What follows belongs to an exercise in optimizing a design on an open flow for small area, a short achievable clock period and few clock cycles per item; a production flow would make more cautious choices. At most, simulation tests tie the RTL to the original design; equivalence was not proved. The RTL of runs 1 and 2 was laid out without a check of its function.

File: config.mk
export PLATFORM = sky130hd
export DESIGN_NAME = ascon_inv_permutation
export DESIGN_NICKNAME = ascon_inv_permutation
export VERILOG_FILES = /design/flow/design.v
export SDC_FILE = /design/flow/constraint.sdc
export NUM_CORES = 4
export LEC_CHECK = 0
export CAP_MARGIN = 20
export CORE_MARGIN = 2
export CORE_UTILIZATION = 40
export CTS_BUF_LIST = sky130_fd_sc_hd__clkbuf_8
export SETUP_SLACK_MARGIN = 3.8
export SLEW_MARGIN = 20
File: constraint.sdc
create_clock -name core_clock -period 7.0 [get_ports {clk}]
set_input_delay 1.4000 -clock core_clock [delete_from_list [all_inputs] [get_ports {clk}]]
set_output_delay 1.4000 -clock core_clock [all_outputs]
set_load 0.01 [all_outputs]
File: design.v
package ascon_pkg;
  localparam int unsigned STATE_W = 320;
  localparam int unsigned WORD_W  = 64;
  localparam int unsigned IDX_W   = 4;
  localparam int unsigned N_RC    = 12;
  function automatic logic [7:0] rc_tab(input logic [IDX_W-1:0] idx);
    case (idx)
      4'd0:    rc_tab = 8'hf0;
      4'd1:    rc_tab = 8'he1;
      4'd2:    rc_tab = 8'hd2;
      4'd3:    rc_tab = 8'hc3;
      4'd4:    rc_tab = 8'hb4;
      4'd5:    rc_tab = 8'ha5;
      4'd6:    rc_tab = 8'h96;
      4'd7:    rc_tab = 8'h87;
      4'd8:    rc_tab = 8'h78;
      4'd9:    rc_tab = 8'h69;
      4'd10:   rc_tab = 8'h5a;
      4'd11:   rc_tab = 8'h4b;
      default: rc_tab = 8'h00;
    endcase
  endfunction
endpackage
module ascon_inv_lin
(
  input  logic [319:0] i_state,
  output logic [319:0] o_state
);
  logic [63:0] w0_0, w0_1, w0_2, w0_3, w0_4;
  logic [63:0] w1_0, w1_1, w1_2, w1_3, w1_4, w1_5;
  logic [63:0] w2_0, w2_1, w2_2, w2_3, w2_4, w2_5;
  logic [63:0] w3_0, w3_1, w3_2, w3_3, w3_4, w3_5;
  logic [63:0] w4_0, w4_1, w4_2, w4_3, w4_4, w4_5;
  assign w0_0 = i_state[319:256];
  assign w0_1 = w0_0 ^ {w0_0[7:0], w0_0[63:8]} ^ {w0_0[39:0], w0_0[63:40]};
  assign w0_2 = w0_1 ^ {w0_1[7:0], w0_1[63:8]} ^ {w0_1[45:0], w0_1[63:46]};
  assign w0_3 = w0_2 ^ {w0_2[8:0], w0_2[63:9]} ^ {w0_2[44:0], w0_2[63:45]};
  assign w0_4 = w0_3 ^ {w0_3[11:0], w0_3[63:12]} ^ {w0_3[47:0], w0_3[63:48]};
  assign o_state[319:256] = {w0_4[50:0], w0_4[63:51]};
  assign w1_0 = i_state[255:192];
  assign w1_1 = w1_0 ^ {w1_0[2:0], w1_0[63:3]} ^ {w1_0[41:0], w1_0[63:42]};
  assign w1_2 = w1_1 ^ {w1_1[3:0], w1_1[63:4]} ^ {w1_1[7:0], w1_1[63:8]};
  assign w1_3 = w1_2 ^ {w1_2[3:0], w1_2[63:4]} ^ {w1_2[31:0], w1_2[63:32]};
  assign w1_4 = w1_3 ^ {w1_3[5:0], w1_3[63:6]} ^ {w1_3[19:0], w1_3[63:20]};
  assign w1_5 = w1_4 ^ {w1_4[11:0], w1_4[63:12]} ^ {w1_4[47:0], w1_4[63:48]};
  assign o_state[255:192] = {w1_5[18:0], w1_5[63:19]};
  assign w2_0 = i_state[191:128];
  assign w2_1 = w2_0 ^ {w2_0[0:0], w2_0[63:1]} ^ {w2_0[5:0], w2_0[63:6]};
  assign w2_2 = w2_1 ^ {w2_1[1:0], w2_1[63:2]} ^ {w2_1[11:0], w2_1[63:12]};
  assign w2_3 = w2_2 ^ {w2_2[3:0], w2_2[63:4]} ^ {w2_2[19:0], w2_2[63:20]};
  assign w2_4 = w2_3 ^ {w2_3[3:0], w2_3[63:4]} ^ {w2_3[31:0], w2_3[63:32]};
  assign w2_5 = w2_4 ^ {w2_4[7:0], w2_4[63:8]} ^ {w2_4[35:0], w2_4[63:36]};
  assign o_state[191:128] = {w2_5[3:0], w2_5[63:4]};
  assign w3_0 = i_state[127:64];
  assign w3_1 = w3_0 ^ {w3_0[3:0], w3_0[63:4]} ^ {w3_0[11:0], w3_0[63:12]};
  assign w3_2 = w3_1 ^ {w3_1[6:0], w3_1[63:7]} ^ {w3_1[53:0], w3_1[63:54]};
  assign w3_3 = w3_2 ^ {w3_2[7:0], w3_2[63:8]} ^ {w3_2[19:0], w3_2[63:20]};
  assign w3_4 = w3_3 ^ {w3_3[7:0], w3_3[63:8]} ^ {w3_3[43:0], w3_3[63:44]};
  assign w3_5 = w3_4 ^ {w3_4[13:0], w3_4[63:14]} ^ {w3_4[43:0], w3_4[63:44]};
  assign o_state[127:64] = {w3_5[25:0], w3_5[63:26]};
  assign w4_0 = i_state[63:0];
  assign w4_1 = w4_0 ^ {w4_0[3:0], w4_0[63:4]} ^ {w4_0[11:0], w4_0[63:12]};
  assign w4_2 = w4_1 ^ {w4_1[3:0], w4_1[63:4]} ^ {w4_1[49:0], w4_1[63:50]};
  assign w4_3 = w4_2 ^ {w4_2[3:0], w4_2[63:4]} ^ {w4_2[55:0], w4_2[63:56]};
  assign w4_4 = w4_3 ^ {w4_3[6:0], w4_3[63:7]} ^ {w4_3[40:0], w4_3[63:41]};
  assign w4_5 = w4_4 ^ {w4_4[19:0], w4_4[63:20]} ^ {w4_4[39:0], w4_4[63:40]};
  assign o_state[63:0] = {w4_5[53:0], w4_5[63:54]};
endmodule
module ascon_inv_sbox
(
  input  logic [319:0] i_state,
  input  logic [7:0]   i_rc,
  output logic [319:0] o_state
);
  logic [63:0] l0, l1, l2, l3, l4;
  logic [63:0] y0, y1, y2, y3, y4;
  logic [63:0] z0, z1, z2, z3, z4;
  logic [63:0] u2, u4;
  assign {l0, l1, l2, l3, l4} = i_state;
  assign y2 = ~l2;
  assign y3 = l3 ^ y2;
  assign y0 = l0 ^ l4;
  assign y1 = l1 ^ y0;
  assign y4 = l4;
  assign z0 = y0 ^ (~y1 & (y2 ^ (~y3 & y4)));
  assign z1 = y1 ^ (~y2 & (y3 ^ (~y4 & y0)));
  assign z2 = y2 ^ (~y3 & (y4 ^ (~y0 & y1)));
  assign z3 = y3 ^ (~y4 & (y0 ^ (~y1 & y2)));
  assign z4 = y4 ^ (~y0 & (y1 ^ (~y2 & y3)));
  assign u2 = z2 ^ z1;
  assign u4 = z4 ^ z3;
  assign o_state = {z0 ^ u4, z1, u2 ^ {56'd0, i_rc}, z3, u4};
endmodule
module ascon_inv_round
(
  input  logic [319:0] i_state,
  input  logic [7:0]   i_rc,
  output logic [319:0] o_state
);
  logic [319:0] w_lin;
  ascon_inv_lin  u_lin  (.i_state(i_state), .o_state(w_lin));
  ascon_inv_sbox u_sbox (.i_state(w_lin), .i_rc(i_rc), .o_state(o_state));
endmodule
module ascon_inv_permutation
(
  input  logic         clk,
  input  logic         rst,
  input  logic         in_valid,
  output logic         in_ready,
  input  logic [319:0] in_state,
  input  logic [3:0]   in_rounds,
  output logic         out_valid,
  input  logic         out_ready,
  output logic [319:0] out_state,
  output logic         busy
);
  logic [319:0] r_a, r_b;
  logic [319:0] w_lin, w_sbox;
  logic         r_va, r_da;
  logic [3:0]   r_ra, r_ia;
  logic         r_vb;
  logic [3:0]   r_rb, r_ib;
  logic         r_rb_is1, r_rb_le7, r_rb_le9;
  logic         r_ready, r_ov, r_busy;
  logic         w_is6, w_is8, w_is12;
  logic [3:0]   w_a;
  logic         w_stall, w_acc;
  logic         n_va, n_da, n_vb, n_ready;
  assign w_stall = r_ov & ~out_ready;
  assign w_acc   = in_valid & in_ready;
  assign w_is6  = (in_rounds == 4'd6);
  assign w_is8  = (in_rounds == 4'd8);
  assign w_is12 = ~w_is6 & ~w_is8;
  assign w_a    = w_is6 ? 4'd6 : (w_is8 ? 4'd8 : 4'd12);
  ascon_inv_lin u_lin (
    .i_state (r_a),
    .o_state (w_lin)
  );
  ascon_inv_sbox u_sbox (
    .i_state (r_b),
    .i_rc    (ascon_pkg::rc_tab(r_ib)),
    .o_state (w_sbox)
  );
  always_ff @(posedge clk or posedge rst) begin
    if (rst) begin
      r_b <= '0;
      r_a <= '0;
    end else if (!w_stall) begin
      r_b <= w_lin;
      r_a <= r_vb ? w_sbox : in_state;
    end
  end
  assign n_vb = r_va & ~r_da;
  assign n_va = r_vb | w_acc;
  assign n_da = r_vb & r_rb_is1;
  always_comb begin
    if (r_vb)
      n_ready = ~n_vb & ~r_rb_is1 &
                (r_rb_le7 | (in_valid & w_is8 & r_rb_le9) | (in_valid & w_is12));
    else
      n_ready = ~n_vb & (~w_acc | w_is6);
  end
  always_ff @(posedge clk or posedge rst) begin
    if (rst) begin
      r_va     <= 1'b0;
      r_da     <= 1'b0;
      r_ra     <= 4'd0;
      r_ia     <= 4'd0;
      r_vb     <= 1'b0;
      r_rb     <= 4'd0;
      r_ib     <= 4'd0;
      r_rb_is1 <= 1'b0;
      r_rb_le7 <= 1'b0;
      r_rb_le9 <= 1'b0;
      r_ready  <= 1'b0;
      r_ov     <= 1'b0;
      r_busy   <= 1'b0;
    end else if (!w_stall) begin
      r_va     <= n_va;
      r_da     <= n_da;
      r_vb     <= n_vb;
      r_rb     <= r_ra;
      r_ib     <= r_ia;
      r_rb_is1 <= (r_ra == 4'd1);
      r_rb_le7 <= (r_ra <= 4'd7);
      r_rb_le9 <= (r_ra <= 4'd9);
      if (r_vb) begin
        r_ra <= r_rb - 4'd1;
        r_ia <= r_ib - 4'd1;
      end else begin
        r_ra <= w_a;
        r_ia <= 4'd11;
      end
      r_ready  <= n_ready;
      r_ov     <= n_da;
      r_busy   <= n_va | n_vb;
    end
  end
  assign in_ready  = r_ready | (r_ov & ~r_vb & out_ready);
  assign out_valid = r_ov;
  assign busy      = r_busy;
  assign out_state = r_a;
endmodule
File: flow/run.sh
#!/bin/bash
# The standard ORFS layout (the standard.sh, all steps, standard synthesis),
# with one change: the buffers that buffer_ports puts on every input and output
# port are buf_1 cells instead of the default delay-buffer cell.
set -euo pipefail
export BUFFER_PORTS_ARGS="-buffer_cell sky130_fd_sc_hd__buf_1"
bash standard.sh finish > standard_flow.log 2>&1
File: standard.sh
#!/bin/bash
# synth_recipe.tcl (not shown) runs the flow's synth.tcl, then flattens the netlist and writes it again
# the make line also repeats each setting of config.mk as NAME=value (left out here)
make -C /OpenROAD-flow-scripts/flow DESIGN_CONFIG=/design/flow/config.mk WORK_HOME=/design/flow/orfs CLKGATE_MAP_FILE= SYNTH_SCRIPT=/design/flow/synth_recipe.tcl "${@:-finish}"
==> summary.txt, run 1 <==
Syn Area/Cell=approximately 10 um^2; Reg2Reg Launch Point=r_vb; worst reg2reg setup slack=around 3.7 ns; setup TNS=0 ns; Worst Hold Class=input port to asynchronous set/reset pin; final-layout fill cell count=roughly 15000; status=finished clean; crit-path max FO=8; Design Area, Final=approximately 87000 um^2; YS warnings=1; max_cap viols=0; Syn-to-layout area delta=25.68%; syn_nets=7128; worst setup margin=3.658 ns; DIE HEIGHT=420.1 um; Req. time, crit path=between 5 and 6 ns; Fin. Hold Viols=0; Syn Inst Count=6670; FF-to-FF End=r_a[87]; crit path to=in_ready; post-route ant nets=0; Clock transition at path regs=approximately 0.060 ns; commonest cells after routing, fill and taps aside=xnor2_1 (1220), nand2_1 (792), buf_1 (641); Final nets=approximately 8000; max_slew headroom=a little under an eighth; Setup CP Type=input port to primary output; H-tree Lvls=4; Die ar.=about 180000 um^2; via-per-instance ratio=5.491; period utilization=around 48%; Worst Skew=0.06768 ns; cts hold-fix bufs=0; Clock Sinks=between 600 and 700; gr usage total=about a third; kind of end point of the critical path=primary output; share of cells above drive strength 1=~26%; max-slew violations=0; crit path from=out_ready; most common cell after layout, fill and taps aside=xnor2_1; placer congestion estimate=about 1.1; Max clock buf depth=3; first-pass iteration count of the detailed router=6; Worst-Margin Slew=~1.3 ns; CP Data Arrival Time=approximately 1.9 ns; dpl ws=between 2 and 3 ns; largest net degree at the start of global routing=~220; fin crit period=roughly 3.3 ns; DR vias=54890; Final setup violation count=0; DP Wirelength=259600 um; worst skew pair latency=between 0.9 and 1 ns; initial core utilization=around 40%; Die Wd=about 420 um; core area=about 170000 um^2; unrepaired setup endpoints after global routing=yes; CTS root buf=clkbuf_8; Post-Syn Area=around 69000 um^2; first-pass GRT wire length=425400 um; CTS buffer count=roughly 140; post-detailed-route DRC marker count=0; fmax=0.2992 GHz; initial antenna violation count=43; cell count of the worst reg-to-reg path=5; CP Launch Type=input port; Rows=approximately 150; vias in the first global route=~52000; WL final=319900 um; CTS tree=done; synth unique cells=48; GR Overflow Total=0; IO Pins=651; Post-DP Area=73740 um^2; register bit total from synthesis=around 660; routed length per instance=~32 um; Port Buffers=650; register area share after synthesis=23.99%; drt initial violations=around 6100
[registers in the layout (all words and copies together), names as in the netlist, 4 cells and up]
register and count:
r_rb 4, r_a 320, r_ia 4, r_b 320, r_ib 4, r_ra 4
[through the flow]
stage	instances	util (%)	hold slack, ns
after CTS	9749	47.86	0.4882
after floorplan	6670	-	0.4461
after global routing	9990	50.68	0.4519
final	9997	50.69	0.4319
after detailed placement	9361	42.94	0.4760
after global placement	9361	42.92	0.4634
[kinds of logic (layout without fill, tap and decap cells)]
family                   after synthesis  after routing  share of synthesized area [%]
AO/OA/AOI/OAI                        821            821                          6.001
XOR/XNOR                            3147           3147                          51.83
adder cells (fa/ha/maj)              130            130                          2.348
buffers and inverters                393           1398                          2.475
flip-flops                           664            664                          23.99
multiplexers                         556            556                          8.124
other                                  0             12                              0
AND/OR/NAND/NOR                      959            959                          5.237
[layout make-up]
| cell class | instances | area, um^2 | area share (%) |
|---|---|---|---|
| inverters | 74 | 289.0 | 0.3320 |
| clock buffers | 166 | 2285 | 2.625 |
| clock inverters | 79 | 616.8 | 0.7086 |
| repair buffers | 1079 | 6198 | 7.121 |
| diodes | 12 | 30.03 | 0.03450 |
| flip-flops and latches | 664 | 16860 | 19.37 |
| well taps | 2310 | 2890 | 3.320 |
| multi-input cells | 5613 | 57880 | 66.49 |
[cell usage after synthesis, drive strengths merged]
library cell,n,area [um^2]
a211oi,1,7.510
a21o,2,15.01
a21oi,155,775.7
a221oi,1,8.760
a22oi,1,7.510
a311oi,1,8.760
a31o,1,8.760
a31oi,3,18.77
buf,76,439.2
clkbuf,243,997.2
clkinv,1,3.750
dfrtp,664,16620
ha,130,1627
inv,73,274.0
mux2,49,551.8
mux2i,507,5075
nand2,793,2977
nand2b,2,12.51
nand3b,2,15.01
nor2,155,581.8
nor2b,3,18.77
nor3,3,15.01
nor3b,1,7.510
o211ai,2,15.01
o21a,1,7.510
o21ai,647,3238
o21bai,1,7.510
o22ai,1,6.260
o31ai,3,22.52
o32ai,1,8.760
xnor2,1804,16280
xnor3,472,10700
xor2,799,7189
xor3,72,1734
[layer usage]
| layer | routed length [um] | global-route usage, % |
|---|---|---|
| met4 | 27550 | 24.48 |
| met3 | 31760 | 7.775 |
| met1 | 123700 | 46.07 |
| met2 | 136800 | 51.92 |
| met5 | 122 | 0 |
[what timing repair did]
item,CTS,global route
buffers inserted,143,234
pin swaps,80,207
resized for setup,773,523
endpoints found under the setup margin,433,301
[critical path: stages]
cell    delay (ns)
buf_2         0.15
a31o_2        0.26
buf_1         0.12
[worst min path at each step]
stage               endpoint
floorplan            r_ib[2]
global placement     r_ia[2]
detailed placement  r_rb_le9
CTS                  r_ib[2]
global route        r_rb_is1
finish              r_rb_is1
==> run 2: changes to the inputs <==
--- a/config.mk
+++ b/config.mk
@@ -9,5 +9,5 @@
 export CORE_MARGIN = 2
 export CORE_UTILIZATION = 40
 export CTS_BUF_LIST = sky130_fd_sc_hd__clkbuf_8
-export SETUP_SLACK_MARGIN = 3.8
+export SETUP_SLACK_MARGIN = 3.5
 export SLEW_MARGIN = 20
==> run 2 against run 1 <==
Compared with the run above:
- still clean
- register-to-register slack lost 0.30 ns
- global-route usage shrank 0.50 points
- sequential share of layout area grew 1.6 points
- count of clock-buffer cells in the layout is the same
- die area is the same
- via count shrank 3.5%
- synthesized area is the same
- fmax shrank 8.0%
- final cell count shrank 3.2%
==> summary.txt, run 2 <==
GR Overflow Total=0 (unchanged); crit-path max cell delay=0.76 ns (+0.50 ns); Worst-Margin Slew=1.400 ns (+0.07963 ns); WL final=312300 um (-2.4%); worst skew pair latency=0.94 ns (-0.02 ns); Die ar.=176500 um^2 (unchanged); crit-path leading delay family=XOR/XNOR gates; Syn Inst Count=6670 (unchanged); worst-path cell chain=inv_1 > ha_1 > mux2i_1 > nand2_1 > xor2_1 > xor2_1 > xnor2_1 > nand2_1 > o21ai_0 > o21ai_0; Finished Layout Cells=9680 (-3.2%); cell count of the worst reg-to-reg path=10 (+5); H-tree Lvls=4 (unchanged); count leader, synth=xnor2_1; via-per-instance ratio=5.474 (-0.31%); period utilization=51.91% (+4.2 points); gr usage total=34.77% (-0.50 points); Req. time, crit path=7.74 ns (+2.14 ns); CTS tree=done; syn_nets=7128 (unchanged); DR vias=52990 (-3.5%); initial antenna violation count=37 (-14%); ys flop type=dfrtp_1; fmax=0.2752 GHz (-8.0%); commonest cells after routing, fill and taps aside=xnor2_1 (1573), nand2_1 (793), xor2_1 (702); CP max stage cell=xor2_1; max-slew violations=0 (unchanged); max_slew headroom=5.658% (-5.7 points); Final nets=7707 (-4.0%); register bit total from synthesis=664 (unchanged); Die Wd=420.1 um (unchanged); routed length per instance=32.27 um (+0.82%); CTS buffer count=136 (unchanged); Setup CP Type=flop to flop; Design Area, Final=79480 um^2 (-8.7%); placer congestion estimate=1.051 (unchanged); dpl ws=2.938 ns (unchanged); number of synthesized flops with an enable pin=0 (unchanged); Fin. Hold Viols=0 (unchanged); DIE HEIGHT=420.1 um (unchanged); unrepaired setup endpoints after global routing=yes; cts hold-fix bufs=0 (unchanged); YS warnings=1 (unchanged); Clock transition at path regs=0.06 ns (about the same); DP Wirelength=259600 um (unchanged); Syn Area/Cell=10.38 um^2 (unchanged); vias in the first global route=50970 (-2.1%); synth unique cells=48 (unchanged); Syn-to-layout area delta=14.75%; share of cells above drive strength 1=11.32% (-14 points); worst setup margin=3.366 ns (-0.2919 ns); CTS root buf=clkbuf_8; Clock Sinks=664 (unchanged); initial core utilization=40.33% (unchanged); biggest regs=r_a (320), r_b (320); worst reg2reg setup slack=3.37 ns (-0.30 ns); Port Buffers=650 (unchanged); Post-Place Cells=9361 (unchanged); Synth area leader=dfrtp_1; kind of end point of the critical path=flop; post-route ant nets=0 (unchanged); CP Launch Type=flop; max_cap viols=0 (unchanged); first-pass iteration count of the detailed router=5 (-1); Post-Syn Area=69260 um^2 (unchanged); Max clock buf depth=3 (unchanged); register area share after synthesis=23.99% (unchanged); core area=171700 um^2 (unchanged); Final setup violation count=0 (unchanged); IO Pins=651 (unchanged); minimum hold slack=0.4437 ns (+0.01183 ns); most common cell after layout, fill and taps aside=xnor2_1; Reg2Reg Launch Point=r_b[36]; first-pass GRT wire length=419300 um (-1.4%); drt initial violations=6293 (+2.8%); post-detailed-route DRC marker count=0 (unchanged); fin crit period=3.634 ns (+0.2919 ns); Synth area leaders=dfrtp_1 (24%), xnor2_1 (22%), xnor3_1 (14%), xor2_1 (9.8%), mux2i_1 (7.3%); Worst Hold Class=input port to asynchronous set/reset pin; Worst Skew=0.05900 ns (-0.008675 ns); crit-path max FO=4 (-4); largest net degree at the start of global routing=223 (unchanged); status=finished clean; Post-DP Area=73740 um^2 (unchanged); asr flop ratio synth=100.0% (unchanged); FF-to-FF End=r_a[292]; CP bufs+invs=1 (-1); CP Data Arrival Time=4.37 ns (+2.43 ns); top cells by count, synth=xnor2_1 (1751), nand2_1 (793), xor2_1 (778); top cell type's share of synthesized area=23.99% (unchanged); Rows=152 (unchanged); CP Depth=10 (+7)
run 2: cell count changes in the layout (fill, tap and decap cells not counted), sizes merged:
| cell | delta |
|---|---|
| clkbuf | +1 |
| buf | -320 |
| diode | +2 |
| clkinv | +1 |
| inv | -1 |
run 2: metrics by stage:
| step | utilization [%] | setup TNS (ns) |
|---|---|---|
| CTS | 45.30 | 0 |
| finish | 46.28 | 0 |
| detailed placement | 42.94 | 0 |
| global placement | 42.92 | 0 |
| floorplan | - | -2309.68 |
| global route | 46.27 | 0 |
run 2: final cells by class:
class,instances,area [um^2]
multi-input cells,5613,53150
flip-flops and latches,664,16690
diodes,14,35.03
well taps,2310,2890
repair buffers,760,3523
fillers,16200,92260
clock buffers,166,2285
clock inverters,79,616.8
inverters,74,286.5
run 2: timing repair:
| item | 4_1_cts | 5_1_grt |
|---|---|---|
| pin swaps | 7 | 14 |
| setup buffers | 14 | 44 |
| endpoints found under the setup margin | 144 | 148 |
| endpoints found under the hold margin | 0 | 0 |
| cloned | 0 | 0 |
| resized for setup | 173 | 187 |
run 2: how the worst max path moves through the flow:
stage               startpoint       end  slack, ns
global placement       r_a[15]   r_b[38]       2.93
CTS                       r_vb  in_ready       3.30
floorplan                  rst    r_a[0]      -3.48
global route          r_a[202]  r_b[209]       3.36
detailed placement     r_a[15]   r_b[38]       2.94
finish                 r_b[36]  r_a[292]       3.37
run 2: worst register-to-register path, cell delays in order (launching register included):
cell and delay (ns):
dfrtp_1 0.56, inv_1 0.15, ha_1 0.37, mux2i_1 0.16, nand2_1 0.08, xor2_1 0.76, xor2_1 0.33, xnor2_1 0.54
nand2_1 0.12, o21ai_0 0.24, o21ai_0 0.15
run 2: logic make-up after synthesis:
group                      synth area share, %
and+or+nand+nor                          5.237
buffers and inverters                    2.475
muxes                                    8.124
AOI/OAI and AO/OA                        6.001
DFF                                      23.99
xor gates and xnor gates                 51.83
adders and majority gates                2.348
run 2: metal layers:
| layer | up-vias | part of all wire (%) | track usage, % |
|---|---|---|---|
| met5 | - | 0.018 | 0 |
| met4 | 10 | 8.1 | 24.05 |
| met3 | 556 | 9.4 | 7.126 |
| met2 | 2753 | 43 | 50.87 |
| met1 | 26570 | 40 | 46.00 |
| li1 | 23100 | - | - |
==> run 3: changes to the inputs <==
--- a/design.v
+++ b/design.v
@@ -141,11 +141,8 @@
     .i_rc    (ascon_pkg::rc_tab(r_ib)),
     .o_state (w_sbox)
   );
-  always_ff @(posedge clk or posedge rst) begin
-    if (rst) begin
-      r_b <= '0;
-      r_a <= '0;
-    end else if (!w_stall) begin
+  always_ff @(posedge clk) begin
+    if (!w_stall) begin
       r_b <= w_lin;
       r_a <= r_vb ? w_sbox : in_state;
     end
--- a/config.mk
+++ b/config.mk
@@ -8,6 +8,6 @@
 export CAP_MARGIN = 20
 export CORE_MARGIN = 2
 export CORE_UTILIZATION = 40
-export CTS_BUF_LIST = sky130_fd_sc_hd__clkbuf_8
-export SETUP_SLACK_MARGIN = 3.5
+export CTS_BUF_LIST = sky130_fd_sc_hd__clkbuf_4
+export SETUP_SLACK_MARGIN = 3.8
 export SLEW_MARGIN = 20
==> run 3 against run 2 <==
Compared with the run above:
- non-clock buffer count increased by 705
- count of clock-buffer cells in the layout increased by 113
- first-iteration DRC count decreased by 8.1%
- die area decreased by 5.1%
- final cell count decreased by 4.9%
- critical path type is now flop to primary output
- register-to-register slack improved by 0.25 ns
- utilization increased by 6.8 points
- final area increased by 8.8%
- clock skew increased by 0.089 ns
- fmax increased by 5.7%
==> summary.txt, run 3 <==
status=finished clean; most common cell after layout, fill and taps aside=xnor2_1; placer congestion estimate=1.026 (-2.4%); top cell type's share of synthesized area=29.25% (+5.3 points); CP Data Arrival Time=2.04 ns (-2.33 ns); Die ar.=167500 um^2 (-5.1%); crit-path max FO=2 (-2); Post-Place Cells=8059 (-14%); first-pass GRT wire length=386200 um (-7.9%); Syn-to-layout area delta=31.56%; via-per-instance ratio=5.329 (-2.6%); final core area utilization=53.05% (+6.8 points); H-tree Lvls=4 (unchanged); first-pass iteration count of the detailed router=6 (+1); fin crit period=3.439 ns (-0.1951 ns); DP Wirelength=237200 um (-8.6%); routed length per instance=32.09 um (-0.55%); asr flop ratio synth=3.614% (-96 points); gr usage total=33.90% (-0.87 points); cell count of the worst reg-to-reg path=8 (-2); Finished Layout Cells=9201 (-4.9%); fmax=0.2908 GHz (+5.7%); core area=163000 um^2 (-5.1%); Syn Area/Cell=12.38 um^2 (+19%); count leader, synth=xnor2_1; Req. time, crit path=5.60 ns (-2.14 ns); Final setup violation count=0 (unchanged); cts hold-fix bufs=0 (unchanged); syn_nets=5765 (-19%); multiplexer area fraction after synthesis=7.083% (-1.0 points); number of synthesized flops with an enable pin=640 (+640); ys flop type=edfxtp_1; Setup CP Type=flop to primary output; Reg2Reg Launch Point=r_a[174]; GR Overflow Total=0 (unchanged); CTS root buf=clkbuf_4; Rows=148 (-2.6%); Max clock buf depth=3 (unchanged); CP Launch Type=flop; Worst-Margin Slew=1.290 ns (-0.1102 ns); Fin. Hold Viols=0 (unchanged); biggest regs=r_a (320), r_b (320); CP bufs+invs=1 (unchanged); worst skew pair latency=1.31 ns (+0.37 ns); XOR/XNOR Fraction of Synth Area=54.21% (+2.4 points); CTS buffer count=204 (+50%); Syn Inst Count=5307 (-20%); commonest cells after routing, fill and taps aside=xnor2_1 (1329), buf_4 (772), edfxtp_1 (640); synth unique cells=40 (-17%); Post-Syn Area=65710 um^2 (-5.1%); FF-to-FF End=r_b[162]; Simple-Gate Fraction of Synth Area=2.620% (-2.6 points); Clock transition at path regs=0.07 ns (about the same); worst-path cell chain=buf_6; CTS tree=done; share of cells above drive strength 1=36.00% (+25 points); unrepaired setup endpoints after global routing=yes; IO Pins=651 (unchanged); worst reg2reg setup slack=3.62 ns (+0.25 ns); Port Buffers=650 (unchanged); kind of end point of the critical path=primary output; crit-path max cell delay=0.53 ns (-0.23 ns); largest net degree at the start of global routing=151 (-32%); Worst Skew=0.1476 ns (+0.08864 ns); YS warnings=1 (unchanged); Worst Hold Class=input port to asynchronous set/reset pin; initial core utilization=40.32% (about the same); Synth Area in Adders=2.475% (+0.13 points); Clock Sinks=664 (unchanged); setup TNS=0 ns (unchanged); post-detailed-route DRC marker count=0 (unchanged); initial antenna violation count=35 (-5.4%); register bit total from synthesis=664 (unchanged); DIE HEIGHT=409.3 um (-2.6%); Synth area leader=edfxtp_1; DR vias=49040 (-7.5%); WL final=295300 um (-5.5%); Final nets=7309 (-5.2%); Synth Area in Compound Gates=2.230% (-3.8 points); drt initial violations=5785 (-8.1%); combinational family with the most area after synthesis=XOR/XNOR gates; register area share after synthesis=30.16% (+6.2 points); top cells by count, synth=xnor2_1 (1801), xor2_1 (738), edfxtp_1 (640); post-route ant nets=0 (unchanged); vias in the first global route=46960 (-7.9%); max_cap viols=0 (unchanged); crit-path leading delay family=flip-flops; period utilization=49.13% (-2.8 points); Synth area leaders=edfxtp_1 (29%), xnor2_1 (24%), xnor3_1 (17%), xor2_1 (9.8%), mux2i_1 (3.9%); Die Wd=409.3 um (-2.6%); max_slew headroom=13.37% (+7.7 points); max-slew violations=0 (unchanged); CP max stage cell=edfxtp_1
run 3: cell types whose count changed after synthesis, moves of 145 or more:
cell / previous run / this run
dfrtp_1: 664 / 24
clkbuf_1: 224 / 79
edfxtp_1: 0 / 640
nand2_1: 793 / 225
mux2i_1: 507 / 258
o21ai_0: 627 / 70
run 3: area by class of cell:
cell class                 instances  area (um^2)
tap                             2175         2721
clock buffer                     279         2095
antenna                           10        25.02
clock inverter                    92        424.2
sequential                       664        19820
multi-input combinational       4444        51240
inverter                          72        277.8
timing repair buffer            1465         9846
fill                           14140        76500
run 3: worst max-delay path by stage:
stage / slack (ns) / depth (start not counted) / to / start
after floorplan: 3.44 / 3 / r_a[0] / out_ready
after global placement: 3.16 / 7 / r_b[0] / r_a[55]
after detailed placement: 3.12 / 4 / r_a[147] / out_ready
after CTS: 3.46 / 7 / r_b[162] / r_a[187]
after global routing: 3.54 / 1 / out_state[281] / r_a[281]
final: 3.56 / 1 / out_state[281] / r_a[281]
run 3: layer usage:
| metal | share of wire [%] | global-route usage (%) |
|---|---|---|
| met3 | 10 | 8.782 |
| met2 | 44 | 51.42 |
| met5 | 0.037 | 0 |
| met4 | 7.9 | 21.72 |
| met1 | 38 | 42.91 |
run 3: cell families after synthesis:
kind of cell | after synthesis
simple gates | 447
buf+inv | 199
xor+xnor | 3138
fa+ha+maj | 130
mux | 442
compound gates | 287
flops | 664
run 3: through the flow:
stage	worst slack (ns)	area, um^2	hold slack, ns
5_1_grt	3.543	86440	0.3747
2_1_floorplan	3.444	65750	0.4391
3_3_place_gp	3.162	70840	0.4567
6_report	3.561	86450	0.3694
4_1_cts	3.464	80760	0.2773
3_5_place_dp	3.119	70860	0.4636
run 3: repair_timing:
item                       in CTS  in global routing
buffers inserted              496                265
gates resized for setup       683                739
setup endpoints to repair     571                593
pin swaps                      52                213
cloned                          0                  0
Testbench counts of run 3, summed over its fixed seeds: cycles 10,530, items 960.
==> run 4: changes to the inputs <==
--- a/config.mk
+++ b/config.mk
@@ -5,9 +5,9 @@
 export SDC_FILE = /design/flow/constraint.sdc
 export NUM_CORES = 4
 export LEC_CHECK = 0
-export CAP_MARGIN = 20
+export CAP_MARGIN = 5
 export CORE_MARGIN = 2
 export CORE_UTILIZATION = 40
-export CTS_BUF_LIST = sky130_fd_sc_hd__clkbuf_4
+export CTS_BUF_LIST = sky130_fd_sc_hd__clkbuf_8
 export SETUP_SLACK_MARGIN = 3.8
-export SLEW_MARGIN = 20
+export SLEW_MARGIN = 5
==> run 4 against run 3 <==
Compared with the run above:
- critical endpoint is now r_a[140]
- sequential share of layout area up 1.2 points
- synthesized cell count did not move
- worst hold slack gained 0.11 ns
- largest cell class unchanged
- fmax rose by 3.8%
- die area did not move
==> summary.txt, run 4 <==
crit-path max FO=4 (+2); WL final=288800 um (-2.2%); max-slew violations=0 (unchanged); Rows=148 (unchanged); CTS tree=done; Synth area leaders=edfxtp_1 (29%), xnor2_1 (24%), xnor3_1 (17%), xor2_1 (9.8%), mux2i_1 (3.9%); Multi-input gate area=49980 um^2 (-2.5%); DR vias=46790 (-4.6%); top cells by count, synth=xnor2_1 (1801), xor2_1 (738), edfxtp_1 (640); asr flop ratio synth=3.614% (unchanged); CP Depth=6 (+5); Post-Syn Area=65710 um^2 (unchanged); crit-path max cell delay=0.95 ns (+0.42 ns); fin crit period=3.313 ns (-0.1260 ns); CP dominant cell by count=xnor2_1; syn_nets=5765 (unchanged); Synth area leader=edfxtp_1; register area share after synthesis=30.16% (unchanged); gr usage total=33.46% (-0.44 points); fmax=0.3019 GHz (+3.8%); ys flop type=edfxtp_1; worst-path cell chain=inv_1 > ha_1 > xor2_1 > xnor2_1 > xnor2_1 > mux2_2; worst reg2reg setup slack=3.69 ns (+0.07 ns); CP Data Arrival Time=3.98 ns (+1.94 ns); Design Area, Final=82130 um^2 (-5.0%); post-route ant nets=0 (unchanged); CP max stage cell=xnor2_1; commonest cells after routing, fill and taps aside=xnor2_1 (1395), edfxtp_1 (640), xor2_1 (630); Max clock buf depth=3 (unchanged); DP Wirelength=237200 um (about the same); crit path from=r_b[12]; Final nets=6903 (-5.6%); CP Launch Type=flop; period utilization=47.33% (-1.8 points); crit-path leading delay family=XOR/XNOR gates; Worst Skew=0.07338 ns (-0.07426 ns); post-detailed-route DRC marker count=0 (unchanged); initial core utilization=40.32% (unchanged); drt initial violations=5562 (-3.9%); Clock Sinks=664 (unchanged); Die ar.=167500 um^2 (unchanged); cts hold-fix bufs=0 (unchanged); Req. time, crit path=7.67 ns (+2.07 ns); Port Buffers=650 (unchanged); kind of end point of the critical path=flop; placer congestion estimate=1.026 (unchanged); routed length per instance=33.08 um (+3.1%); Syn-to-layout area delta=24.99%; register bit total from synthesis=664 (unchanged); IO Pins=651 (unchanged); biggest regs=r_a (320), r_b (320); most common cell after layout, fill and taps aside=xnor2_1; vias in the first global route=45040 (-4.1%); crit path to=r_a[140]; largest net degree at the start of global routing=151 (unchanged); Final setup violation count=0 (unchanged); GR Overflow Total=0 (unchanged); cell count of the worst reg-to-reg path=6 (-2); CTS root buf=clkbuf_8; share of cells above drive strength 1=25.29% (-11 points); first-pass GRT wire length=378500 um (-2.0%); max_cap viols=0 (unchanged); core area=163000 um^2 (unchanged); count leader, synth=xnor2_1; FF-to-FF End=r_a[140]; worst skew pair latency=0.95 ns (-0.36 ns); CP bufs+invs=1 (unchanged); via-per-instance ratio=5.360 (+0.58%); first-pass iteration count of the detailed router=5 (-1); status=finished clean; Fin. Hold Viols=0 (unchanged); unrepaired setup endpoints after global routing=yes; top cell type's share of synthesized area=29.25% (unchanged); Syn Inst Count=5307 (unchanged); H-tree Lvls=4 (unchanged); CTS buffer count=136 (-33%); Finished Layout Cells=8729 (-5.1%); Syn Area/Cell=12.38 um^2 (unchanged); Setup CP Type=flop to flop; Clock transition at path regs=0.06 ns (about the same); Worst-Margin Slew=1.287 ns (-0.003527 ns); Die Wd=409.3 um (unchanged); YS warnings=1 (unchanged); final-layout fill cell count=14430 (+2.1%); initial antenna violation count=38 (+8.6%); number of synthesized flops with an enable pin=640 (unchanged); setup TNS=0 ns (unchanged); Reg2Reg Launch Point=r_b[12]; DIE HEIGHT=409.3 um (unchanged); Post-Place Cells=8059 (unchanged); sequential cell area=19820 um^2 (unchanged); synth unique cells=40 (unchanged); Worst Hold Class=flop to flop; Post-DP Area=70840 um^2 (about the same); max_slew headroom=13.61% (+0.24 points)
run 4: cell counts after synthesis:
No cell type changed its count.
run 4: per-layer routing:
| metal | share of wire [%] | wire (um) | track usage (%) | up-vias |
|---|---|---|---|---|
| li1 | - | - | - | 20230 |
| met1 | 38 | 110600 | 42.23 | 23490 |
| met2 | 43 | 123900 | 49.49 | 2469 |
| met3 | 10 | 28850 | 8.951 | 578 |
| met4 | 8.8 | 25330 | 24.04 | 20 |
| met5 | 0.048 | 138 | 0 | - |
run 4: timing repair:
action	CTS	global route
buffers inserted	257	166
pin swaps	55	123
cloned	0	0
endpoints found under the setup margin	325	290
gates resized for setup	479	370
endpoints found under the hold margin	0	0
run 4: metrics by stage:
stage / hold slack (ns) / util, % / worst slack (ns)
after floorplan: 0.4391 / - / 3.444
after global placement: 0.4567 / 43.47 / 3.162
after detailed placement: 0.4636 / 43.47 / 3.117
after CTS: 0.4776 / 48.25 / 3.560
after global routing: 0.5153 / 50.40 / 3.678
final: 0.4807 / 50.40 / 3.687
run 4: worst min path at each step:
| stage | from | endpoint | depth (start not counted) |
|---|---|---|---|
| final | r_ia[3] | r_ib[3] | 2 |
| after global routing | r_ia[3] | r_ib[3] | 2 |
| after CTS | r_ia[3] | r_ib[3] | 2 |
| after detailed placement | r_ia[2] | r_ib[2] | 2 |
| after global placement | r_ia[3] | r_ib[3] | 2 |
| after floorplan | r_ia[2] | r_ia[2] | 2 |
run 4: final cells by class:
class                           count  share of cell area [%]
Multi-Input combinational cell   4444                   60.85
Clock inverter                    103                   1.048
Antenna cell                        5                 0.01523
Clock buffer                      139                   2.329
Tap cell                         2175                   3.313
Timing Repair Buffer             1127                   7.968
Sequential cell                   664                   24.14
Inverter                           72                  0.3382
run 4: worst reg2reg max path, delay by kind of cell (launching register included):
kind	cells	cell delay, ns
xor+xnor	3	1.56
flops	1	0.63
fa+ha+maj	1	0.37
mux	1	0.38
buf+inv	1	0.13
run 4: cells by family after synthesis:
group                    Yosys count  synth area share (%)
XOR/XNOR                        3138                 54.21
adder cells (fa/ha/maj)          130                 2.475
buffers and inverters            199                 1.217
AND/OR/NAND/NOR                  447                 2.620
AO/OA/AOI/OAI                    287                 2.230
flip-flops                       664                 30.16
multiplexers                     442                 7.083
==> run 5: changes to the inputs <==
--- a/config.mk
+++ b/config.mk
@@ -5,9 +5,10 @@
 export SDC_FILE = /design/flow/constraint.sdc
 export NUM_CORES = 4
 export LEC_CHECK = 0
-export CAP_MARGIN = 5
+export CAP_MARGIN = 20
 export CORE_MARGIN = 2
-export CORE_UTILIZATION = 40
+export CORE_UTILIZATION = 60
 export CTS_BUF_LIST = sky130_fd_sc_hd__clkbuf_8
+export PLACE_DENSITY = 0.8
 export SETUP_SLACK_MARGIN = 3.8
-export SLEW_MARGIN = 5
+export SLEW_MARGIN = 20
==> run 5 against run 4 <==
Compared with the run above:
- non-clock buffer count down 121
- via count increased by 3.4%
- final area fell by 3.5%
- clock skew decreased by 0.016 ns
- register-to-register slack got worse by 0.11 ns
- worst hold slack worse by 0.00080 ns
- count of clock-buffer cells in the layout fell by 15
- setup slack got worse by 0.11 ns
- critical path type unchanged
- largest cell class unchanged
- highest routed layer unchanged
==> summary.txt, run 5 <==
status=finished clean; Rows=121 (-18%); Multi-input gate area=49390 um^2 (-1.2%); vias in the first global route=45530 (+1.1%); Simple-Gate Fraction of Synth Area=2.620% (unchanged); H-tree Lvls=3 (-1); DR vias=48380 (+3.4%); multiplexer area fraction after synthesis=7.083% (unchanged); share of cells above drive strength 1=21.44% (-3.8 points); combinational family with the most area after synthesis=XOR/XNOR gates; routed length per instance=34.93 um (+5.6%); Synth Area in Adders=2.475% (unchanged); post-route ant nets=0 (unchanged); drt initial violations=6476 (+16%); Worst Skew=0.05767 ns (-0.01571 ns); kind of end point of the critical path=flop; Clock transition at path regs=0.07 ns (about the same); Die ar.=112200 um^2 (-33%); initial core utilization=60.45% (+20 points); initial antenna violation count=23 (-39%); Syn-to-layout area delta=20.58%; number of synthesized flops with an enable pin=640 (unchanged); post-detailed-route DRC marker count=0 (unchanged); syn_nets=5765 (unchanged); minimum hold slack=0.4799 ns (-0.0007980 ns); CP Data Arrival Time=3.97 ns (about the same); Max clock buf depth=3 (unchanged); worst skew pair latency=0.85 ns (-0.10 ns); CTS buffer count=120 (-12%); YS warnings=1 (unchanged); worst setup margin=3.580 ns (-0.1068 ns); crit-path max FO=3 (-1); Clock Sinks=664 (unchanged); ys flop type=edfxtp_1; largest net degree at the start of global routing=170 (+13%); top cells by count, synth=xnor2_1 (1801), xor2_1 (738), edfxtp_1 (640); CP max stage cell=xnor3_1; Setup CP Type=flop to flop; Die Wd=334.9 um (-18%); core area=108700 um^2 (-33%); XOR/XNOR Fraction of Synth Area=54.21% (unchanged); worst-path cell chain=xor2_2 > buf_4 > xnor3_2 > xor2_2 > xnor3_1 > xor2_1 > xnor2_1 > xnor2_1; CP bufs+invs=1 (unchanged); first-pass iteration count of the detailed router=7 (+2); DP Wirelength=219900 um (-7.3%); asr flop ratio synth=3.614% (unchanged); sequential cell area=19820 um^2 (unchanged); Synth area leaders=edfxtp_1 (29%), xnor2_1 (24%), xnor3_1 (17%), xor2_1 (9.8%), mux2i_1 (3.9%); DIE HEIGHT=334.9 um (-18%); register bit total from synthesis=664 (unchanged); synth unique cells=40 (unchanged); Final setup violation count=0 (unchanged); period utilization=48.85% (+1.5 points); max_slew headroom=12.55% (-1.1 points); count leader, synth=xnor2_1; CTS root buf=clkbuf_8; GR Overflow Total=0 (unchanged); Synth Area in Compound Gates=2.230% (unchanged); gr usage total=47.06% (+14 points); commonest cells after routing, fill and taps aside=xnor2_1 (1438), xor2_1 (649), buf_1 (646); crit-path leading delay family=XOR/XNOR gates; WL final=273300 um (-5.3%); unrepaired setup endpoints after global routing=yes; Port Buffers=650 (unchanged); Synth area leader=edfxtp_1; Worst Hold Class=flop to flop; register area share after synthesis=30.16% (unchanged); fin crit period=3.420 ns (+0.1068 ns); Syn Inst Count=5307 (unchanged); setup TNS=0 ns (unchanged); Worst-Margin Slew=1.307 ns (+0.02077 ns); final-layout fill cell count=7400 (-49%); via-per-instance ratio=6.183 (+15%); top cell type's share of synthesized area=29.25% (unchanged); first-pass GRT wire length=358700 um (-5.2%); Req. time, crit path=7.55 ns (-0.12 ns); most common cell after layout, fill and taps aside=xnor2_1; CTS tree=done; crit-path max cell delay=0.55 ns (-0.40 ns); fmax=0.2924 GHz (-3.1%); Post-Syn Area=65710 um^2 (unchanged); dpl ws=3.135 ns (+0.01733 ns); biggest regs=r_a (320), r_b (320); max_cap viols=0 (unchanged); Syn Area/Cell=12.38 um^2 (unchanged); Fin. Hold Viols=0 (unchanged); max-slew violations=0 (unchanged); placer congestion estimate=1.131 (+10%); CP Launch Type=flop; Final nets=6766 (-2.0%); IO Pins=651 (unchanged)
==> run 5: changes by cell type in the layout (fill, tap and decap cells not counted), moves of 18 or more <==
cell	delta
xnor2_1	+43
xnor3_1	+49
buf_4	-109
xor2_1	+19
xnor2_2	-39
xnor3_2	-49
buf_1	+18
xor2_2	-18
==> run 5: final cells by class <==
cell class	instances	area share (%)
Timing Repair Buffer	1006	6.962
Inverter	72	0.3506
Antenna cell	8	0.02527
Tap cell	1414	2.233
Multi-Input combinational cell	4444	62.34
Clock inverter	93	0.9175
Clock buffer	124	2.154
Sequential cell	664	25.02
==> run 5: repair_timing <==
item	CTS	global route
pin swaps	39	90
resized for setup	365	321
setup buffers	181	141
endpoints found under the setup margin	242	254
hold buffers	0	0
==> run 5: kinds of logic (layout without fill, tap and decap cells) <==
| family | Yosys count | in the layout |
|---|---|---|
| and+or+nand+nor | 447 | 447 |
| other | 0 | 8 |
| adders and majority gates | 130 | 130 |
| muxes | 442 | 442 |
| buffers and inverters | 199 | 1295 |
| AOI/OAI and AO/OA | 287 | 287 |
| DFF | 664 | 664 |
| xor gates and xnor gates | 3138 | 3138 |
==> run 5: per-layer routing <==
metal	routed length [um]	part of all wire (%)	GRT usage (%)
met1	94600	35	59.43
met2	112800	41	67.31
met3	37320	14	14.30
met4	28390	10	37.11
met5	207	0.076	0
==> run 5: final timing paths <==
check,from,end,slack (ns),cells past startpoint
setup / recovery,r_a[17],r_b[59],3.58,8
hold / removal,r_ready,r_ready,0.48,2
setup reg to reg,r_a[17],r_b[59],3.58,8
hold reg to reg,r_ready,r_ready,0.48,2
max in group asynchronous,rst,r_vb,5.59,2
min in group asynchronous,rst,r_rb[3],0.75,2
==> run 5: per-stage QoR <==
stage | std cells | instance area, um^2 | utilization, %
2_1_floorplan | 5307 | 65750 | -
3_3_place_gp | 7278 | 69730 | 64.15
3_5_place_dp | 7278 | 69730 | 64.15
4_1_cts | 7676 | 76110 | 70.02
5_1_grt | 7819 | 79220 | 72.88
6_report | 7825 | 79230 | 72.89
==> run 5: worst register-to-register path, cell delays in order, from the launching register on <==
cell and delay (ns):
edfxtp_1 0.53, xor2_2 0.37, buf_4 0.17, xnor3_2 0.49, xor2_2 0.42, xnor3_1 0.56, xor2_1 0.19, xnor2_1 0.29
xnor2_1 0.15
==> run 6: changes to the inputs <==
--- a/config.mk
+++ b/config.mk
@@ -7,8 +7,7 @@
 export LEC_CHECK = 0
 export CAP_MARGIN = 20
 export CORE_MARGIN = 2
-export CORE_UTILIZATION = 60
+export CORE_UTILIZATION = 40
 export CTS_BUF_LIST = sky130_fd_sc_hd__clkbuf_8
-export PLACE_DENSITY = 0.8
 export SETUP_SLACK_MARGIN = 3.8
 export SLEW_MARGIN = 20
==> run 6 against run 5 <==
Compared with the run above:
- via count down 3.4%
- global-route usage decreased by 14 points
- count of clock-buffer cells in the layout grew 13
- critical path depth shrank 2
- still clean
- final cell count grew 11%
- critical endpoint is now r_a[140]
- first-iteration DRC count down 12%
==> summary.txt, run 6 <==
Final nets=6862 (+1.4%); unrepaired setup endpoints after global routing=yes; Worst-Margin Slew=1.256 ns (-0.05128 ns); Rows=148 (+22%); top cells by count, synth=xnor2_1 (1801), xor2_1 (738), edfxtp_1 (640); Post-Syn Area=65710 um^2 (unchanged); CTS tree=done; fin crit period=3.293 ns (-0.1268 ns); post-detailed-route DRC marker count=0 (unchanged); Final setup violation count=0 (unchanged); worst setup margin=3.707 ns (+0.1268 ns); vias in the first global route=45020 (-1.1%); syn_nets=5765 (unchanged); DP Wirelength=237200 um (+7.9%); met3 GRT Util=6.939% (-7.4 points); CP Launch Type=flop; ys flop type=edfxtp_1; crit-path max FO=4 (+1); Req. time, crit path=7.67 ns (+0.12 ns); synth unique cells=40 (unchanged); most common cell after layout, fill and taps aside=xnor2_1; met1 Usage GRT=43.64% (-16 points); Port Buffers=650 (unchanged); Die Wd=409.3 um (+22%); initial antenna violation count=37 (+61%); number of synthesized flops with an enable pin=640 (unchanged); register area share after synthesis=30.16% (unchanged); drt initial violations=5704 (-12%); CP max stage cell=xnor2_1; initial core utilization=40.32% (-20 points); gr usage total=33.51% (-14 points); M2 GR Usage=51.00% (-16 points); max_cap viols=0 (unchanged); GR Overflow Total=0 (unchanged); CP Data Arrival Time=3.96 ns (about the same); Die ar.=167500 um^2 (+49%); WL final=289300 um (+5.8%); worst skew pair latency=0.94 ns (+0.09 ns); CP dominant cell by count=xnor2_1; largest net degree at the start of global routing=151 (-11%); register bit total from synthesis=664 (unchanged); CTS root buf=clkbuf_8; Multi-input gate area=49720 um^2 (+0.66%); count leader, synth=xnor2_1; first-pass iteration count of the detailed router=5 (-2); DR vias=46730 (-3.4%); biggest regs=r_a (320), r_b (320); max-slew violations=0 (unchanged); Max clock buf depth=3 (unchanged); CTS buffer count=135 (+13%); setup TNS=0 ns (unchanged); Syn Inst Count=5307 (unchanged); share of cells above drive strength 1=24.13% (+2.7 points); worst reg2reg setup slack=3.71 ns (+0.13 ns); GR peak layer=met2; routed length per instance=33.30 um (-4.7%); dpl ws=3.119 ns (-0.01601 ns); Fin. Hold Viols=0 (unchanged); commonest cells after routing, fill and taps aside=xnor2_1 (1413), edfxtp_1 (640), xor2_1 (630); period utilization=47.04% (-1.8 points); fmax=0.3037 GHz (+3.9%); Setup CP Type=flop to flop; sequential cell area=19820 um^2 (unchanged); placer congestion estimate=1.026 (-9.3%); top cell type's share of synthesized area=29.25% (unchanged); via-per-instance ratio=5.379 (-13%); IO Pins=651 (unchanged); Syn-to-layout area delta=23.85%; Clock Sinks=664 (unchanged); kind of end point of the critical path=flop; first-pass GRT wire length=380600 um (+6.1%); core area=163000 um^2 (+50%); post-route ant nets=0 (unchanged); Syn Area/Cell=12.38 um^2 (unchanged); worst-path cell chain=inv_1 > ha_1 > xor2_1 > xnor2_1 > xnor2_1 > mux2_2; cts hold-fix bufs=0 (unchanged); max_slew headroom=15.66% (+3.1 points); Worst Hold Class=flop to flop; status=finished clean; Synth area leader=edfxtp_1; Clock transition at path regs=0.06 ns (about the same); final core area utilization=49.94% (-23 points); crit-path max cell delay=0.96 ns (+0.41 ns); YS warnings=1 (unchanged); Worst Skew=0.06606 ns (+0.008391 ns); DIE HEIGHT=409.3 um (+22%); final-layout fill cell count=14580 (+97%); Synth area leaders=edfxtp_1 (29%), xnor2_1 (24%), xnor3_1 (17%), xor2_1 (9.8%), mux2i_1 (3.9%); asr flop ratio synth=3.614% (unchanged); H-tree Lvls=4 (+1)
-- run 6: cell types whose count changed in the layout (fill, tap and decap cells not counted), moves of 12 or more --
cell      delta
xnor2_1     -25
buf_6       +18
buf_1       -21
buf_4       +76
xnor2_2     +25
xor2_1      -19
xnor3_2     +27
clkbuf_8    +13
xor2_2      +22
buf_2       +12
xnor3_1     -27
-- run 6: kinds of logic after synthesis --
logic type	count (synthesis)	synth area share, %
xor gates and xnor gates	3138	54.21
DFF	664	30.16
and+or+nand+nor	447	2.620
muxes	442	7.083
AOI/OAI and AO/OA	287	2.230
buffers and inverters	199	1.217
adders and majority gates	130	2.475
-- run 6: critical path, delay by kind of cell, from the launching register on --
kind / cells / cell delay [ns]
adder cells (fa/ha/maj): 1 / 0.37
XOR/XNOR: 3 / 1.55
buffers and inverters: 1 / 0.13
multiplexers: 1 / 0.37
flip-flops: 1 / 0.62
-- run 6: metrics by stage --
step / area, um^2 / hold slack, ns / cells
2_1_floorplan: 65750 / 0.4391 / 5307
5_1_grt: 81360 / 0.5147 / 8678
4_1_cts: 78310 / 0.4768 / 8553
3_3_place_gp: 70840 / 0.4567 / 8059
6_report: 81390 / 0.4733 / 8687
3_5_place_dp: 70860 / 0.4636 / 8059
-- run 6: metal layers --
layer,part of all wire (%),vias up
li1,-,20150
met1,39,23640
met2,44,2394
met3,9.0,527
met4,7.4,18
met5,0.035,-
-- run 6: area by class of cell --
cell class / count / area share (%)
Multi-Input combinational cell: 4444 / 61.09
Sequential cell: 664 / 24.36
Timing Repair Buffer: 1087 / 7.588
Tap cell: 2175 / 3.344
Clock buffer: 137 / 2.317
Clock inverter: 97 / 0.9286
Inverter: 72 / 0.3413
Antenna cell: 11 / 0.03382
-- run 6: final timing paths --
kind / cells past startpoint / end / startpoint
hold / removal: 2 / r_ib[3] / r_ia[3]
min in group asynchronous: 2 / r_rb_is1 / rst
hold reg to reg: 2 / r_ib[3] / r_ia[3]
setup / recovery: 6 / r_a[140] / r_b[12]
setup reg to reg: 6 / r_a[140] / r_b[12]
max in group asynchronous: 2 / r_vb / rst
-- run 6: what timing repair did --
| item | CTS | global route |
|---|---|---|
| setup buffers | 260 | 123 |
| hold endpoints to repair | 0 | 0 |
| pin swaps | 50 | 97 |
| endpoints found under the setup margin | 328 | 280 |
| gates resized for setup | 450 | 353 |

[port drivers added, routing unchanged]
No port has a modelled driver above. Below, the same layouts with a new extraction and two added sets of constraints. Step 1 (the two cells are an assumption about what drives the block):
set clk [get_ports {clk}]
set_driving_cell -lib_cell sky130_fd_sc_hd__clkbuf_16 $clk
set_driving_cell -lib_cell sky130_fd_sc_hd__buf_2 [delete_from_list [all_inputs] $clk]
Step 2 also shifts input and output timing later by t, the mid clock arrival at the registers, as if the neighbouring blocks saw the same clock. Three values: ideal ports, drivers, drivers and shift; two values: the first two.
| run | shift t [ns] | setup WS [ns] | worst setup path at the end | latest minus earliest clock arrival (ns) | cell pins on the clock port's net |
|---|---|---|---|---|---|
| run 1 | 1.012 | 3.658 / 3.588 / 3.383 | input to register | 0.068 / 0.067 | 1 |
| run 2 | 0.997 | 3.366 / 3.366 / 3.358 | input to register | 0.060 / 0.059 | 1 |
| run 3 | 1.327 | 3.561 / 3.473 / 3.057 | input to register | 0.166 / 0.166 | 1 |
| run 4 | 0.999 | 3.687 / 3.676 / 3.045 | input to register | 0.078 / 0.078 | 1 |
| run 5 | 0.898 | 3.580 / 3.580 / 3.249 | input to register | 0.058 / 0.058 | 1 |
| run 6 | 0.998 | 3.707 / 3.707 / 3.096 | input to register | 0.069 / 0.069 | 1 |
After both steps setup and hold are still met in every run listed. For run 4, which loses most, drivers alone change the setup slack by -0.011 ns; drivers and shift together by -0.642 ns.
